Background: an optimization exercise with open tools, aiming at small area, a short achievable clock period and few clock cycles per item. Do not read the settings as production practice.
The RTL was checked by simulation tests, not by an equivalence proof against the original design.
Power and IR drop assume default switching activity.

## flow/config.mk

```make
export PLATFORM = sky130hd
export DESIGN_NAME = window_stack_hit_test_move_to_front_top
export DESIGN_NICKNAME = window_stack_hit_test_move_to_front_top
export VERILOG_FILES = /design/flow/design.v
export SDC_FILE = /design/flow/constraint.sdc
export NUM_CORES = 4
export LEC_CHECK = 0
export CAP_MARGIN = 20
export CORE_MARGIN = 2
export CORE_UTILIZATION = 40
export PLACE_DENSITY = 0.6
export SLEW_MARGIN = 20
```

## flow/constraint.sdc

```tcl
create_clock -name core_clock -period 4.5 [get_ports {clk_i}]
set_input_delay 0.9000 -clock core_clock [delete_from_list [all_inputs] [get_ports {clk_i}]]
set_output_delay 0.9000 -clock core_clock [all_outputs]
set_load 0.01 [all_outputs]
```

## flow/design.v

```verilog
`timescale 1ns / 1ps
package wsht_pkg;
  localparam int unsigned ID_W = 5;
  localparam logic OP_LOAD  = 1'b0;
  localparam logic OP_CLICK = 1'b1;
  typedef struct packed {
    logic probe;   
    logic load;    
    logic move;    
  } wsht_ctrl_t;
endpackage
`timescale 1ns / 1ps
module wsht_cell
#(
  parameter int unsigned COORD_BITS = 12,
  parameter int unsigned CNT_W      = 5,
  parameter int unsigned IDX        = 0
) (
  input  logic                  clk_i,
  input  logic                  rst_ni,
  input  wsht_pkg::wsht_ctrl_t            ctrl_i,
  input  logic [CNT_W-1:0]      count_i,
  input  logic [COORD_BITS-1:0] px_i,
  input  logic [COORD_BITS-1:0] py_i,
  input  logic                  hit_above_i,
  output logic                  hit_above_o,
  output logic                  first_o,
  input  logic [COORD_BITS-1:0] prev_xl_i,
  input  logic [COORD_BITS-1:0] prev_yl_i,
  input  logic [COORD_BITS-1:0] prev_xh_i,
  input  logic [COORD_BITS-1:0] prev_yh_i,
  input  logic [wsht_pkg::ID_W-1:0]       prev_id_i,
  output logic [COORD_BITS-1:0] xl_o,
  output logic [COORD_BITS-1:0] yl_o,
  output logic [COORD_BITS-1:0] xh_o,
  output logic [COORD_BITS-1:0] yh_o,
  output logic [wsht_pkg::ID_W-1:0]       id_o
);
  logic [COORD_BITS-1:0] xl_q, yl_q, xh_q, yh_q;
  logic [wsht_pkg::ID_W-1:0]       id_q;
  logic                  hit_q, hit_d;
  logic                  occupied;
  logic                  shift;
  assign occupied = (CNT_W'(IDX) < count_i);
  assign hit_d = occupied && (px_i >= xl_q) && (px_i <= xh_q)
                          && (py_i >= yl_q) && (py_i <= yh_q);
  assign hit_above_o = hit_above_i | hit_q;
  assign first_o     = hit_q & ~hit_above_i;
  assign shift       = ctrl_i.load | (ctrl_i.move & ~hit_above_i);
  always_ff @(posedge clk_i or negedge rst_ni) begin
    if (!rst_ni) begin
      hit_q <= 1'b0;
    end else if (ctrl_i.probe) begin
      hit_q <= hit_d;
    end
  end
  always_ff @(posedge clk_i) begin
    if (shift) begin
      xl_q <= prev_xl_i;
      yl_q <= prev_yl_i;
      xh_q <= prev_xh_i;
      yh_q <= prev_yh_i;
      id_q <= prev_id_i;
    end
  end
  assign xl_o = xl_q;
  assign yl_o = yl_q;
  assign xh_o = xh_q;
  assign yh_o = yh_q;
  assign id_o = id_q;
endmodule
`timescale 1ns / 1ps
module window_stack_hit_test_move_to_front_top
#(
  parameter int unsigned MAX_WINDOWS = 16,
  parameter int unsigned COORD_BITS  = 12
) (
  input  logic                  clk_i,
  input  logic                  rst_ni,
  input  logic                  in_valid_i,
  output logic                  in_ready_o,
  input  logic                  in_operation_i,
  input  logic [COORD_BITS-1:0] in_x_low_i,
  input  logic [COORD_BITS-1:0] in_y_low_i,
  input  logic [COORD_BITS-1:0] in_x_high_i,
  input  logic [COORD_BITS-1:0] in_y_high_i,
  output logic                  out_valid_o,
  input  logic                  out_ready_i,
  output logic [4:0]            out_window_id_o,
  output logic                  out_ignored_o,
  output logic                  out_store_full_o
);
  localparam int unsigned CNT_W = $clog2(MAX_WINDOWS + 1);
  localparam logic ST_IDLE = 1'b0;
  localparam logic ST_EXEC = 1'b1;
  logic                  state_q, state_d;
  logic                  op_q;
  logic [COORD_BITS-1:0] xl_q, yl_q, xh_q, yh_q;
  logic [CNT_W-1:0]      count_q, count_d;
  logic                  out_valid_q, out_valid_d;
  logic [wsht_pkg::ID_W-1:0]       out_id_q, out_id_d;
  logic                  out_ign_q, out_ign_d;
  logic                  out_full_q, out_full_d;
  logic                  accept;
  logic                  out_free;
  logic                  finish;
  logic                  is_full;
  logic                  any_hit;
  logic [wsht_pkg::ID_W-1:0]       new_id;
  wsht_pkg::wsht_ctrl_t            ctrl;
  logic [COORD_BITS-1:0] cell_xl [MAX_WINDOWS];
  logic [COORD_BITS-1:0] cell_yl [MAX_WINDOWS];
  logic [COORD_BITS-1:0] cell_xh [MAX_WINDOWS];
  logic [COORD_BITS-1:0] cell_yh [MAX_WINDOWS];
  logic [wsht_pkg::ID_W-1:0]       cell_id [MAX_WINDOWS];
  logic [COORD_BITS-1:0] prev_xl [MAX_WINDOWS];
  logic [COORD_BITS-1:0] prev_yl [MAX_WINDOWS];
  logic [COORD_BITS-1:0] prev_xh [MAX_WINDOWS];
  logic [COORD_BITS-1:0] prev_yh [MAX_WINDOWS];
  logic [wsht_pkg::ID_W-1:0]       prev_id [MAX_WINDOWS];
  logic                  hit_above [MAX_WINDOWS+1];
  logic [MAX_WINDOWS-1:0] first;
  logic [COORD_BITS-1:0] sel_xl, sel_yl, sel_xh, sel_yh;
  logic [wsht_pkg::ID_W-1:0]       sel_id;
  assign in_ready_o = (state_q == ST_IDLE);
  assign accept     = in_valid_i && in_ready_o;
  assign out_free   = !out_valid_q || out_ready_i;
  assign finish     = (state_q == ST_EXEC) && out_free;
  assign is_full    = (count_q == CNT_W'(MAX_WINDOWS));
  assign any_hit    = hit_above[MAX_WINDOWS];
  assign new_id     = wsht_pkg::ID_W'(count_q + 1'b1);
  assign ctrl.probe = accept && (in_operation_i == wsht_pkg::OP_CLICK);
  assign ctrl.load  = finish && (op_q == wsht_pkg::OP_LOAD) && !is_full;
  assign ctrl.move  = finish && (op_q == wsht_pkg::OP_CLICK) && any_hit;
  always_comb begin
    sel_xl = '0;
    sel_yl = '0;
    sel_xh = '0;
    sel_yh = '0;
    sel_id = '0;
    for (int i = 0; i < MAX_WINDOWS; i++) begin
      if (first[i]) begin
        sel_xl = sel_xl | cell_xl[i];
        sel_yl = sel_yl | cell_yl[i];
        sel_xh = sel_xh | cell_xh[i];
        sel_yh = sel_yh | cell_yh[i];
        sel_id = sel_id | cell_id[i];
      end
    end
  end
  assign hit_above[0] = 1'b0;
  for (genvar i = 0; i < MAX_WINDOWS; i++) begin : g_cell
    if (i == 0) begin : g_top
      assign prev_xl[i] = (op_q == wsht_pkg::OP_LOAD) ? xl_q   : sel_xl;
      assign prev_yl[i] = (op_q == wsht_pkg::OP_LOAD) ? yl_q   : sel_yl;
      assign prev_xh[i] = (op_q == wsht_pkg::OP_LOAD) ? xh_q   : sel_xh;
      assign prev_yh[i] = (op_q == wsht_pkg::OP_LOAD) ? yh_q   : sel_yh;
      assign prev_id[i] = (op_q == wsht_pkg::OP_LOAD) ? new_id : sel_id;
    end else begin : g_below
      assign prev_xl[i] = cell_xl[i-1];
      assign prev_yl[i] = cell_yl[i-1];
      assign prev_xh[i] = cell_xh[i-1];
      assign prev_yh[i] = cell_yh[i-1];
      assign prev_id[i] = cell_id[i-1];
    end
    wsht_cell #(
      .COORD_BITS (COORD_BITS),
      .CNT_W      (CNT_W),
      .IDX        (i)
    ) u_cell (
      .clk_i       (clk_i),
      .rst_ni      (rst_ni),
      .ctrl_i      (ctrl),
      .count_i     (count_q),
      .px_i        (in_x_low_i),
      .py_i        (in_y_low_i),
      .hit_above_i (hit_above[i]),
      .hit_above_o (hit_above[i+1]),
      .first_o     (first[i]),
      .prev_xl_i   (prev_xl[i]),
      .prev_yl_i   (prev_yl[i]),
      .prev_xh_i   (prev_xh[i]),
      .prev_yh_i   (prev_yh[i]),
      .prev_id_i   (prev_id[i]),
      .xl_o        (cell_xl[i]),
      .yl_o        (cell_yl[i]),
      .xh_o        (cell_xh[i]),
      .yh_o        (cell_yh[i]),
      .id_o        (cell_id[i])
    );
  end
  always_comb begin
    state_d     = state_q;
    count_d     = count_q;
    out_valid_d = out_valid_q && !out_ready_i;
    out_id_d    = out_id_q;
    out_ign_d   = out_ign_q;
    out_full_d  = out_full_q;
    case (state_q)
      ST_IDLE: begin
        if (accept) begin
          state_d = ST_EXEC;
        end
      end
      ST_EXEC: begin
        if (finish) begin
          state_d     = ST_IDLE;
          out_valid_d = 1'b1;
          out_id_d    = '0;
          out_ign_d   = 1'b0;
          out_full_d  = 1'b0;
          if (op_q == wsht_pkg::OP_LOAD) begin
            if (is_full) begin
              out_full_d = 1'b1;
            end else begin
              out_id_d = new_id;
              count_d  = count_q + 1'b1;
            end
          end else if (any_hit) begin
            out_id_d = sel_id;
          end else begin
            out_ign_d = 1'b1;
          end
        end
      end
      default: begin
        state_d = ST_IDLE;
      end
    endcase
  end
  always_ff @(posedge clk_i or negedge rst_ni) begin
    if (!rst_ni) begin
      state_q     <= ST_IDLE;
      count_q     <= '0;
      out_valid_q <= 1'b0;
    end else begin
      state_q     <= state_d;
      count_q     <= count_d;
      out_valid_q <= out_valid_d;
    end
  end
  always_ff @(posedge clk_i) begin
    if (accept) begin
      op_q <= in_operation_i;
      xl_q <= in_x_low_i;
      yl_q <= in_y_low_i;
      xh_q <= in_x_high_i;
      yh_q <= in_y_high_i;
    end
    out_id_q   <= out_id_d;
    out_ign_q  <= out_ign_d;
    out_full_q <= out_full_d;
  end
  assign out_valid_o      = out_valid_q;
  assign out_window_id_o  = out_id_q;
  assign out_ignored_o    = out_ign_q;
  assign out_store_full_o = out_full_q;
endmodule
```

## flow/run.sh

```bash
#!/bin/bash
# synth_recipe.tcl (not shown) runs the flow's synth.tcl, then flattens the netlist and writes it again
# the make line also repeats each setting of config.mk as NAME=value (left out here)
make -C /OpenROAD-flow-scripts/flow DESIGN_CONFIG=/design/flow/config.mk WORK_HOME=/design/flow/orfs CLKGATE_MAP_FILE= SYNTH_SCRIPT=/design/flow/synth_recipe.tcl finish
```

==> run notes <==
Power and ir drop
In this run, flip-flops and latches consume ~44% of the power. The share of total power consumed by net switching is 38.8%. In this run the static leakage power is 24.9 nW. The internal power component is about 24 mW. Power comes to 38.9 mW. Dividing total power by cell area gives a power density of between 600 and 700 nW/µm². The worst-case IR drop observed on VDD is around 0.45 mV. In this run the power spent charging and discharging nets is 15.1 mW. The clock network power share is 22.2%.

The proportion of power drawn by combinational gates is 34.1%.

Worst setup path
In this run the worst setup path begins at g_cell[2].u_cell.hit_q. STA classifies the critical path endpoint as a flop. The setup slack of the worst register-to-register path is about 0.85 ns. Among the stages of the critical path, the cell type that occurs most often is buf_4.

Grouping stages by cell kind, the critical path spends the most delay in simple AND/OR/NAND/NOR gates. The startpoint class of the critical path is a flop. The critical path runs through a total of 8 cells. The number of cell instances on the worst register-to-register path is 8. STA puts the critical path data arrival time at 4.04 ns. Together, buffers and inverters on the worst path number 2. The worst register-to-register path begins at g_cell[2].u_cell.hit_q. The destination of the critical timing path is g_cell[0].u_cell.xh_q[5]. The biggest fanout along the worst timing path is 23. Traced cell by cell, the critical path runs through or4_1 > nor3_2 > buf_4 > nand2_4 > nor3b_4 > buf_4 > a222oi_1 > a31oi_1. The longest individual stage delay on the worst path is approximately 0.72 ns. The capture instance of the worst register-to-register path is g_cell[0].u_cell.xh_q[5]. The cell with the biggest individual delay on the critical path is or4_1. The required arrival time at the worst endpoint is around 5 ns. The critical path class is reg -> reg.

Clock network
Buffers inserted to repair hold after CTS numbered 0. The maximum clock path buffer count is 3. After clock tree synthesis, the repair step resized 0 gates. The clock tree from TritonCTS is built. The buffer cell driving the clock tree root is clkbuf_16. The total number of H-tree levels is 3.

The number of buffers added by the clock tree synthesis step is 99. The clock latency of the later-clocked register in the worst-skew pair is 0.69 ns. The clock net in this run drives a total of ~930 sinks. The number of post-CTS setup repair buffers is 0. The post-CTS clock slew at the launch and capture registers of the worst setup and hold paths is around 0.060 ns.

Yosys
In the synthesized netlist, the cells that appear most often are 904 x edfxtp_1, 770 x ha_1, 730 x inv_1. The most frequently used cell type in the post-synthesis netlist is edfxtp_1. In this run, synthesis produced a sequential element count of a little over 900. The share of async-settable or async-resettable flops after synthesis is 2.48%. The area share of xor/xnor cells in the synthesized design is 0.0990%. The synthesized netlist occupies a cell area of 53100 µm². Summing the areas of all compound-gate instances in the mapped netlist gives 15.8% of the synthesized area.

Each instance of the synthesized netlist takes up on average roughly 12 µm². The biggest area contributor in the post-synthesis netlist is edfxtp_1. The primary flip-flop cell chosen by synthesis mapping is edfxtp_1. After synthesis, the cell types taking the most area are edfxtp_1 51%, ha_1 18%, inv_1 5.2%, a21oi_1 2.3%, a22oi_1 2.0%. The share of synthesized area occupied by flip-flops and latches is 52.2%. The total nets after synthesis is between 5000 and 6000. The area share of fa/ha/maj cells after synthesis is 18.2%. Synthesis produced a netlist whose cell count is between 4000 and 5000.

Summing the areas of all and, or, nand and nor instances in the mapped netlist gives 7.45% of the synthesized area. The synthesized design devotes to its leading area cell type 51.2% of total area. During synthesis, Yosys emitted a total of 34 warnings. By area, the combinational part of the netlist is dominated by adder cells. The number of flops mapped to enable cells by yosys is between 900 and 1000. Synthesis instantiated 67 different standard cells from the library. Of the post-synthesis cell area, the part taken by muxes is 0.0401%.

Detailed routing
The total vias in the final route is 38600. For this block, the routed nets add up to 165000 µm of wire. After detailed routing, the average wire length per cell comes to 25.1 µm. In this run the remaining antenna-violating nets after routing total 0.

After detailed routing, the number of vias per cell comes to 5.88. The first detailed-routing pass took 8 iterations. The number of remaining DRC errors is 0. In this run, the number of DRC markers left after iteration 0 of detailed routing was 4430.

GRT
The initial antenna violation count is 4. The largest net degree at the start of global routing is 80. The via count of the first global-routing pass came to 37500. For this run, the total global-route usage over all layers was measured as about a quarter. The global-route wire length before repair is between 200000 and 250000 µm. The final global-route overflow total is 0.

Die
After floorplanning, the core was divided into approximately 130 placement rows. The initial utilization of the core area, before any placement, comes to 40.3%. The core region is 132000 µm². The chip height is 368 µm. The die covers 136000 µm². 62 I/O pins were placed. The width of the chip is 368 µm.

Cells and area
The fraction of the core area covered by cells at the end of the flow is 45.7%. The relative area change from synthesis to final layout is 13.3%. Excluding fillers, the count of instances in the completed layout stands at around 6600. In the final design database the tool counted approximately 5600 nets. The antenna diode count is 0. In the final layout, the share of cells above drive strength 1 is 7.53%.

Placement
At the end of routability-driven placement, the weighted congestion stood at 0.894. Buffers placed on the I/O ports in this run total 61. Detailed placement finished with a half-perimeter wire length of 126000 µm. Once placement completed, the tool counted placed cells totaling 6381. At the placement stage, the worst setup path has a slack of between 0.4 and 0.5 ns.

Job
The reported max-cap violation count is 0.

Timing
The count of final setup violators is 0. The final period utilization is 81.2%. Once routing completed, OpenROAD measured the worst setup slack at 0.847 ns. The count of final hold-check violations is 0. Measured against its own limit, the worst slew margin works out to 24.0%. The final-layout setup total negative slack is 0 ns. The clock arrives with 0.0248 ns of skew. The highest clock frequency the design can meet is about 270 MHz.

The worst path needs 3.65 ns of the cycle, external delays included. The number of slew-limit violations in the final report came to 0. Setup repair after global routing left no endpoint under its margin. The slew of the pin with the lowest slew margin is 1.14 ns.

Status
The run finished with no timing, DRC or antenna violations.

Min path
The path category of the worst min-delay check is in -> async.
## state kept, by name, indices dropped and copies added, names as in the netlist
| register | flops |
|---|---|
| yh_q | 12 |
| g_cell.u_cell.yh_q | 192 |
| g_cell.u_cell.id_q | 80 |
| g_cell.u_cell.xl_q | 192 |
| g_cell.u_cell.yl_q | 192 |
| yl_q | 12 |
| g_cell.u_cell.xh_q | 192 |
| out_valid_q | 1 |
| op_q | 1 |
| out_id_q | 5 |
| out_full_q | 1 |
| state_q | 1 |
| xh_q | 12 |
| count_q | 5 |
| g_cell.u_cell.hit_q | 16 |
| out_ign_q | 1 |
| xl_q | 12 |
## power groups by stage
stage	Sequential, mW	Combinational (mW)	Clock (mW)
final	17.0	13.2	8.64
after global routing	17.4	14.6	9.06
after CTS	16.9	13.1	8.73
after detailed placement	17.0	13.1	0
after global placement	17.0	12.8	0
after floorplan	16.0	7.97	0
## final cells by class
cell class | instances | area [µm²]
clock buffers | 124 | 2690
clock inverters | 60 | 671
fillers | 11900 | 71500
inverters | 730 | 2740
multi-input cells | 2767 | 22300
flip-flops and latches | 927 | 27700
well taps | 1755 | 2200
repair buffers | 202 | 1780
## cells in the final DEF (no fill, tap or decap), types with 105 or more instances in the layout
| master | netlist | routed |
|---|---|---|
| edfxtp_1 | 904 | 904 |
| ha_1 | 770 | 770 |
| nand4_1 | 105 | 105 |
| a22oi_1 | 143 | 143 |
| buf_4 | 2 | 123 |
| nand2_1 | 220 | 219 |
| inv_1 | 730 | 730 |
| nor2_1 | 143 | 139 |
| a21oi_1 | 249 | 249 |
| o21ai_0 | 160 | 160 |
| nand3_1 | 130 | 129 |
## routing by layer
metal | share of wire (%) | vias to the layer above | track usage (%)
met5 | 0.091 | - | 0.819
met4 | 2.9 | 2 | 7.70
met3 | 9.7 | 201 | 4.97
met2 | 42 | 1651 | 35.4
met1 | 45 | 19100 | 35.3
li1 | - | 17600 | -
## cells by family after synthesis
| family | count (synthesis) |
|---|---|
| AOI/OAI and AO/OA | 1193 |
| DFF | 927 |
| buffers and inverters | 870 |
| and+or+nand+nor | 796 |
| adders and majority gates | 770 |
| xor gates and xnor gates | 6 |
| muxes | 2 |
## how the worst min path moves through the flow
stage / from / to / slack [ns] / cells past startpoint
after floorplan: g_cell[0].u_cell.id_q[0] / g_cell[1].u_cell.id_q[0] / 0.42 / 0
after global placement: g_cell[0].u_cell.id_q[1] / g_cell[1].u_cell.id_q[1] / 0.43 / 0
after detailed placement: g_cell[6].u_cell.id_q[1] / g_cell[7].u_cell.id_q[1] / 0.43 / 0
after CTS: rst_ni / g_cell[14].u_cell.hit_q / 0.32 / 1
after global routing: rst_ni / g_cell[14].u_cell.hit_q / 0.37 / 1
final: rst_ni / g_cell[14].u_cell.hit_q / 0.35 / 1
## per-stage QoR
step | instance area (µm²) | hold WS [ns]
after floorplan | 53200 | 0.417
after global placement | 56800 | 0.428
after detailed placement | 56800 | 0.434
after CTS | 60100 | 0.320
after global routing | 60100 | 0.367
final | 60100 | 0.349
Testbench counts, summed over its fixed seeds: cycles 9,608, items 4,800.

re-timing with driven ports:
In the flow no input, the clock included, has a driving cell. The finished layout below was timed again as built, in two steps.
Step 1 (the two cells are an assumption about what drives the block):
set clk [get_ports {clk_i}]
set_driving_cell -lib_cell sky130_fd_sc_hd__clkbuf_16 $clk
set_driving_cell -lib_cell sky130_fd_sc_hd__buf_2 [delete_from_list [all_inputs] $clk]
Step 2 moves the port delays by t, midway between the first and last clock arrival at a register: inputs arrive t later, outputs are due t later. That takes back most of the time a late clock gives input paths.
Three values: no drivers, after step 1, after step 2; two values: the first two.
t (ns): 0.748
setup WS [ns]: 0.847 / 0.847 / 0.463
worst slew at a driven data input, ns: 0.07
After both steps this run still meets setup and hold. For this run, drivers alone change the setup slack by 0.000 ns; drivers and shift together by -0.384 ns.
